This is an optimization exercise on Yosys and OpenROAD, whose aim is a short achievable clock period and few clock cycles per item, not a production implementation. Function was checked by simulation only, so behaviour that the tests miss may differ from the original. Power and IR drop assume default switching activity.

## flow/design.v

```verilog
package core_pkg;
  typedef logic [31:0] word_t;
  typedef logic [4:0]  reg_idx_t;
  typedef enum logic [6:0] {
    OP_IMM = 7'b0010011,   
    OP_REG = 7'b0110011    
  } opcode_e;
  typedef enum logic [2:0] {
    F3_ADD = 3'b000,
    F3_SLL = 3'b001,
    F3_SLT = 3'b010,
    F3_XOR = 3'b100,
    F3_SR  = 3'b101,   
    F3_OR  = 3'b110,
    F3_AND = 3'b111
  } funct3_e;
  typedef enum logic [3:0] {
    ALU_ADD,
    ALU_SUB,
    ALU_AND,
    ALU_OR,
    ALU_XOR,
    ALU_SLT,
    ALU_SLL,
    ALU_SRL
  } alu_op_e;
  typedef struct packed {
    logic [6:0] funct7;
    reg_idx_t   rs2;
    reg_idx_t   rs1;
    logic [2:0] funct3;
    reg_idx_t   rd;
    logic [6:0] opcode;
  } inst_fmt_t;
  typedef struct packed {
    alu_op_e  alu_op;
    logic     src2_is_imm;
    logic     wr_en;
    reg_idx_t rd;
    reg_idx_t rs1;
    reg_idx_t rs2;
    word_t    imm;
  } ctrl_t;
  typedef struct packed {
    logic     valid;
    reg_idx_t rd;
    word_t    data;
  } retire_t;
endpackage
module fetch_sequencer (
  input  logic        clk,
  input  logic        rst_q,    
  input  logic [31:0] inst,
  output logic [31:0] pc,
  output logic [31:0] ir,       
  output logic        ir_v      
);
  logic [29:0] pcw;
  always_ff @(posedge clk) begin
    if (!rst_q) begin
      pcw <= 30'h2000_0000;
    end else begin
      pcw <= pcw + 30'd1;
    end
  end
  assign pc = {pcw, 2'b00};
  always_ff @(posedge clk) begin
    ir   <= inst;
    ir_v <= rst_q;
  end
endmodule
module decode_unit (
  input  logic [31:0] inst,
  output logic        exec,       
  output logic        is_reg,     
  output logic [4:0]  rd,
  output logic [4:0]  rs1,
  output logic [4:0]  rs2,
  output logic [31:0] imm,        
  output logic        sub,        
  output logic [6:0]  sel         
);
  logic [6:0] opcode;
  logic [2:0] f3;
  logic       alt;
  logic       is_imm;
  logic       legal;
  assign opcode = inst[6:0];
  assign f3     = inst[14:12];
  assign alt    = inst[30];
  assign rd     = inst[11:7];
  assign rs1    = inst[19:15];
  assign rs2    = inst[24:20];
  assign is_reg = (opcode == 7'b0110011);
  assign is_imm = (opcode == 7'b0010011);
  assign legal = (f3 != 3'b011) && !(f3 == 3'b101 && alt);
  assign exec  = (is_reg || is_imm) && legal;
  assign imm = (f3 == 3'b001 || f3 == 3'b101) ? {27'd0, inst[24:20]}
                                              : {{20{inst[31]}}, inst[31:20]};
  assign sub = (f3 == 3'b010) || (f3 == 3'b000 && is_reg && alt);
  assign sel[0] = (f3 == 3'b000);
  assign sel[1] = (f3 == 3'b010);
  assign sel[2] = (f3 == 3'b001);
  assign sel[3] = (f3 == 3'b101);
  assign sel[4] = (f3 == 3'b100);
  assign sel[5] = (f3 == 3'b110);
  assign sel[6] = (f3 == 3'b111);
endmodule
module reg_file (
  input  logic        clk,
  input  logic        rst_q,
  input  logic        we,
  input  logic [4:0]  wa,
  input  logic [31:0] wd,
  input  logic [4:0]  ra1,
  input  logic [4:0]  ra2,
  output logic [31:0] rd1,
  output logic [31:0] rd2
);
  logic [31:0] regs [1:32-1];
  logic [32-1:0][31:0] rv;    
  assign rv[0] = 32'd0;
  genvar i;
  generate
    for (i = 1; i < 32; i++) begin : g_reg
      always_ff @(posedge clk) begin
        if (!rst_q) begin
          regs[i] <= '0;
        end else if (we && wa == i) begin
          regs[i] <= wd;
        end
      end
      assign rv[i] = regs[i];
    end
  endgenerate
  assign rd1 = rv[ra1];
  assign rd2 = rv[ra2];
endmodule
module execute_unit (
  input  logic [31:0] op_a,      
  input  logic [31:0] op_b,      
  input  logic [31:0] op_bx,     
  input  logic [31:0] fwd,       
  input  logic        fwd_a,
  input  logic        fwd_b,
  input  logic        sub,
  input  logic [6:0]  sel,
  output logic [31:0] result
);
  logic [31:0] a;
  logic [31:0] b;
  logic [31:0] bx;
  logic [31:0] sum;
  logic        lt;
  logic [31:0] sll;
  logic [31:0] srl;
  assign a  = fwd_a ? fwd : op_a;
  assign b  = fwd_b ? fwd : op_b;
  assign bx = fwd_b ? (fwd ^ {32{sub}}) : op_bx;
  logic [31:0] g [0:5];
  logic [31:0] p [0:5];
  logic [31:0] hp;
  assign hp   = a ^ bx;
  assign g[0] = (a & bx) | {31'd0, hp[0] & sub};
  assign p[0] = hp;
  genvar l, i;
  generate
    for (l = 0; l < 5; l++) begin : g_lvl
      for (i = 0; i < 32; i++) begin : g_bit
        if (i >= (1 << l)) begin : g_op
          assign g[l+1][i] = g[l][i] | (p[l][i] & g[l][i - (1 << l)]);
          assign p[l+1][i] = p[l][i] & p[l][i - (1 << l)];
        end else begin : g_pass
          assign g[l+1][i] = g[l][i];
          assign p[l+1][i] = p[l][i];
        end
      end
    end
  endgenerate
  assign sum = hp ^ {g[5][30:0], sub};
  assign lt = (a[31] ^ b[31]) ? a[31] : sum[31];
  assign sll = a << b[4:0];
  assign srl = a >> b[4:0];
  assign result = ({32{sel[0]}} & sum)
                | {31'd0, sel[1] & lt}
                | ({32{sel[2]}} & sll)
                | ({32{sel[3]}} & srl)
                | ({32{sel[4]}} & (a ^ b))
                | ({32{sel[5]}} & (a | b))
                | ({32{sel[6]}} & (a & b));
endmodule
module core_top (
  input  logic    clk,
  input  logic    rst_n,
  input  logic [31:0]       inst,
  output logic [31:0]       pc,
  output logic              retire_valid,
  output logic [4:0]        retire_rd,
  output logic [31:0]       retire_data
);
  logic rst_q;
  always_ff @(posedge clk) begin
    rst_q <= rst_n;
  end
  logic [31:0] ir;
  logic        ir_v;
  fetch_sequencer u_seq (
    .clk   (clk),
    .rst_q (rst_q),
    .inst  (inst),
    .pc    (pc),
    .ir    (ir),
    .ir_v  (ir_v)
  );
  logic        d_exec;
  logic        d_is_reg;
  logic [4:0]  d_rd;
  logic [4:0]  d_rs1;
  logic [4:0]  d_rs2;
  logic [31:0] d_imm;
  logic        d_sub;
  logic [6:0]  d_sel;
  decode_unit u_dec (
    .inst   (ir),
    .exec   (d_exec),
    .is_reg (d_is_reg),
    .rd     (d_rd),
    .rs1    (d_rs1),
    .rs2    (d_rs2),
    .imm    (d_imm),
    .sub    (d_sub),
    .sel    (d_sel)
  );
  logic        e_v;       
  logic        e_we;      
  logic [4:0]  e_rd;
  logic [31:0] e_a;
  logic [31:0] e_b;
  logic [31:0] e_bx;
  logic        e_fwd_a;
  logic        e_fwd_b;
  logic        e_sub;
  logic [6:0]  e_sel;
  logic        w_v;
  logic        w_we;
  logic [4:0]  w_rd;
  logic [31:0] w_data;    
  logic [31:0] r_data;    
  logic [31:0] f_data;    
  logic [31:0] rf_a;
  logic [31:0] rf_b;
  reg_file u_rf (
    .clk   (clk),
    .rst_q (rst_q),
    .we    (w_we),
    .wa    (w_rd),
    .wd    (w_data),
    .ra1   (d_rs1),
    .ra2   (d_rs2),
    .rd1   (rf_a),
    .rd2   (rf_b)
  );
  logic        d_v;
  logic [31:0] d_a;
  logic [31:0] d_b;
  assign d_v = ir_v && rst_q && d_exec;
  assign d_a = (w_we && w_rd == d_rs1) ? w_data : rf_a;
  assign d_b = !d_is_reg ? d_imm
             : (w_we && w_rd == d_rs2) ? w_data : rf_b;
  always_ff @(posedge clk) begin
    e_v     <= d_v;
    e_we    <= d_v && (d_rd != 5'd0);
    e_rd    <= d_rd;
    e_a     <= d_a;
    e_b     <= d_b;
    e_bx    <= d_b ^ {32{d_sub}};
    e_fwd_a <= e_we && e_rd == d_rs1;
    e_fwd_b <= d_is_reg && e_we && e_rd == d_rs2;
    e_sub   <= d_sub;
    e_sel   <= d_sel;
  end
  logic [31:0] e_res;
  execute_unit u_exe (
    .op_a   (e_a),
    .op_b   (e_b),
    .op_bx  (e_bx),
    .fwd    (f_data),
    .fwd_a  (e_fwd_a),
    .fwd_b  (e_fwd_b),
    .sub    (e_sub),
    .sel    (e_sel),
    .result (e_res)
  );
  always_ff @(posedge clk) begin
    w_v    <= e_v && rst_q && rst_n;
    w_we   <= e_we && rst_q;
    w_rd   <= e_rd;
    f_data <= e_res;
    if (e_v) begin
      r_data <= e_res;
    end
    if (e_we) begin
      w_data <= e_res;
    end
  end
  assign retire_valid = w_v;
  assign retire_rd    = w_rd;
  assign retire_data  = r_data;
endmodule
```

## flow/run.sh

```bash
#!/bin/bash
# synth_recipe.tcl (not shown) runs the flow's synth.tcl, then flattens the netlist and writes it again
# the make line also repeats each setting of config.mk as NAME=value (left out here)
make -C /OpenROAD-flow-scripts/flow DESIGN_CONFIG=/design/flow/config.mk WORK_HOME=/design/flow/orfs CLKGATE_MAP_FILE= SYNTH_SCRIPT=/design/flow/synth_recipe.tcl finish
```

## flow/config.mk

```make
export PLATFORM = sky130hd
export DESIGN_NAME = core_top
export DESIGN_NICKNAME = core_top
export VERILOG_FILES = /design/flow/design.v
export SDC_FILE = /design/flow/constraint.sdc
export NUM_CORES = 4
export LEC_CHECK = 0
export CAP_MARGIN = 20
export CORE_MARGIN = 2
export CORE_UTILIZATION = 40
export SLEW_MARGIN = 20
```

## flow/constraint.sdc

```tcl
create_clock -name core_clock -period 12.0 [get_ports {clk}]
set_input_delay 2.4000 -clock core_clock [delete_from_list [all_inputs] [get_ports {clk}]]
set_output_delay 2.4000 -clock core_clock [all_outputs]
set_load 0.01 [all_outputs]
```

==> results.txt <==
Final ANT Viol Nets=0; Worst Path Arrival=5.91 ns; worst flop-to-flop path startpoint=u_seq.ir[20]$_DFF_P_; die area=about 180000 sq um; hold slack=between 0.3 and 0.4 ns; EDFF count, synth=64; Min-Delay Path Depth=0; share of cells above drive strength 1=between 15 and 20%; Top FF cell, synth=dfxtp_1; 1st-pass router iterations=8; hold path startpoint=u_seq.ir[9]$_DFF_P_; largest net degree at the start of global routing=roughly 240; clock buffer count from CTS=approximately 140; DRC Markers=0; Clock Latency Late Sink=0.82 ns; WL/cell=slightly below 30 microns; setup violators final=0; Post-Route WL=about 280000 microns; post_cts resized=0; hpwl dp=roughly 160000 microns; Finished Cell Area=76600 sq um; ys async rst share=0%; postcts setup bufs=0; RSZ-0062 raised after global routing=no; fin crit period=~5.3 ns; CP Launch Type=register; final hold vios=0; number of synthesized register bits=1272; Crit-path slowest cell=dfxtp_4; htree depth=4; FMAX=190 MHz; ratio of final minimum period to clock period=a little over two fifths; die width=420 microns; number of global-route vias before repair=around 55000; Vias/cell=roughly 6.2; Final WS setup=6.74 ns; leakage=~0.026 uW; Initial Util=about two fifths; routability cong.=0.985; r2r setup slk=6.74 ns; Cell Rows=between 150 and 200; clock root buffer=clkbuf_16; Max clock buf depth=3; IO Port Bufs=slightly above 100; CTS Sinks=~1300; P&R area growth vs syn=10.9%; power density over the cells=~120 nW/um^2; Vias=between 50000 and 60000; kind of critical path=register to register; yosys warns=7; Post-Synthesis Cells=approximately 7300; max_cap viols=0; Max Slew Vio Count=0; Cell Area, Synth=slightly below 70000 sq um; Fin Setup TNS=0 ns; Slew headroom=between 10% and 20%; CP most frequent cell=buf_4; Synth cell types=between 80 and 90; worst reg2reg endpoint=e_bx[25]$_DFF_P_; status=timing/DRC/antenna clean; Core Box Area=172000 sq um; pre-CTS setup slack=about 6.7 ns; Nets=7101; sequential element share of the synthesized area=37.8%; CP max FO=43; placed cell area=just over 70000 sq um; Post-CTS Hold Fix Bufs=0; Mean Syn Cell Area=between 9 and 10 sq um; largest vdd supply drop=0.144 mV; CP required=12.65 ns; antenna violations before repair=8; Die Height=roughly 420 microns; commonest non-fill, non-tap cell in the layout=nand2_1; global-route wire length before repair=slightly below 400000 microns; I/O pin count=104; Worst Setup End Kind=register; delay of the slowest cell on the worst path=~0.85 ns; R2R depth=9; GR Overflow Total=0; most frequent cells in the layout=nand2_1 (2152), dfxtp_1 (1193), a21boi_0 (1001), mux4_2 (578), mux2i_1 (204); gr usage total=30.8%; crit path cell chain=buf_4 > buf_4 > buf_4 > mux4_2 > mux4_2 > mux2i_1 > o21ai_1 > a21o_1 > xor2_1; Worst-path clk slew=about 0.060 ns; Clock Skew=roughly 0.026 ns; Hold Path Class=register to register; Least-Margin Pin Slew=between 1 and 1.5 ns; drt first-iter violations=a little under 8000; Hold Path End=e_rd[2]$_DFF_P_; CTS tree=yes
## area by class of cell
class / instances / area, sq um
antenna: 3 / 7.51
clock buffer: 201 / 4140
clock inverter: 57 / 673
fill: 16194 / 94900
inverter: 76 / 285
multi-input combinational: 5220 / 40200
sequential: 1272 / 26200
tap: 2310 / 2890
timing repair buffer: 256 / 2250
## metrics by stage
stage                     utilization (%)  power [uW]  std cells
final                                44.7        9540       9395
after global routing                 44.7        9770       9392
after CTS                            44.6        9570       9390
after detailed placement             41.8        5050       9132
after global placement               41.8        5050       9130
after floorplan                         -        4850       7279
## per-layer routing
layer	vias up	global-route usage, %	part of all wire (%)
met2	3495	48.0	45
met1	28841	39.5	38
met3	853	7.41	11
met5	-	0	0.0087
met4	4	16.7	5.9
li1	24877	-	-
## power by group
part | switching (uW) | internal [uW]
combinational | 379 | 237
clock | 1930 | 2640
sequential | 57.6 | 4300
## cell usage after synthesis, types with 34 or more instances
library cell	number	area share [%]
inv_1	60	0.33
a21oi_1	163	1.2
a22o_1	64	0.81
mux4_2	578	19
buf_2	63	0.46
dfxtp_1	1208	35
ha_1	96	1.7
mux2i_1	206	3.0
a21o_1	34	0.37
a21boi_0	1001	11
o21ai_1	55	0.40
mux2_2	79	1.3
edfxtp_1	64	2.8
o211ai_1	35	0.38
xnor2_1	67	0.85
o21ai_0	76	0.55
buf_1	44	0.24
clkbuf_1	546	3.0
xor2_1	60	0.76
nor2_1	199	1.1
nand2_1	2175	12
## kinds of logic after synthesis
family	Yosys count	synth area share, %
AOI/OAI and AO/OA	1577	16.4
xor gates and xnor gates	127	1.61
adders and majority gates	98	1.80
buffers and inverters	787	4.65
DFF	1272	37.8
muxes	874	23.4
other	1	0.00543
and+or+nand+nor	2542	14.4
## critical path, delay by kind of cell (launching register included)
family | cells | cell delay, ns
mux | 3 | 1.30
buf+inv | 3 | 2.31
xor+xnor | 1 | 0.14
flops | 1 | 0.85
compound gates | 2 | 0.32
## sequential cells by signal (all words and copies together), names as in the netlist, 5 cells and up
signal	flops
e_a	32
e_b	32
e_bx	32
e_rd	5
e_sel	7
f_data	32
r_data	32
u_rf.regs	992
u_seq.ir	32
u_seq.pcw	30
w_data	32
w_rd	5
## worst max path at each step
stage / end / depth (start not counted) / from
6_report: e_bx[25]$_DFF_P_ / 9 / u_seq.ir[20]$_DFF_P_
3_5_place_dp: e_bx[25]$_DFF_P_ / 9 / u_seq.ir[20]$_DFF_P_
3_3_place_gp: e_bx[29]$_DFF_P_ / 9 / u_seq.ir[20]$_DFF_P_
5_1_grt: e_bx[25]$_DFF_P_ / 9 / u_seq.ir[20]$_DFF_P_
4_1_cts: e_bx[25]$_DFF_P_ / 9 / u_seq.ir[20]$_DFF_P_
2_1_floorplan: r_data[25]$_DFFE_PP_ / 14 / e_fwd_b$_DFF_P_
Testbench counts, summed over its fixed seeds: cycles 16,032, items 16,000.

-- what the ideal ports hide --
How much do the figures lean on ideal ports? The routed layout below was timed once more, with nothing changed but the port constraints.
Step 1 (the two cells are an assumption about what drives the block):
set clk [get_ports {clk}]
set_driving_cell -lib_cell sky130_fd_sc_hd__clkbuf_16 $clk
set_driving_cell -lib_cell sky130_fd_sc_hd__buf_2 [delete_from_list [all_inputs] $clk]
Step 2 adds t to the input delays and takes it off the output delays; t is the mean of the earliest and latest rising clock arrival at the registers after step 1. Input paths then give back, and output paths get back, about the clock's delay inside the block.
Slacks: no drivers / after step 1 / after step 2; pairs: no drivers / after step 1.
shift t [ns]: 0.899
setup slack, ns: 6.741 / 6.741 / 6.741
worst data-port slew with drivers (ns): 0.10
After both steps this run still meets setup and hold. For this run, drivers alone change the setup slack by 0.000 ns; drivers and shift together by 0.000 ns.
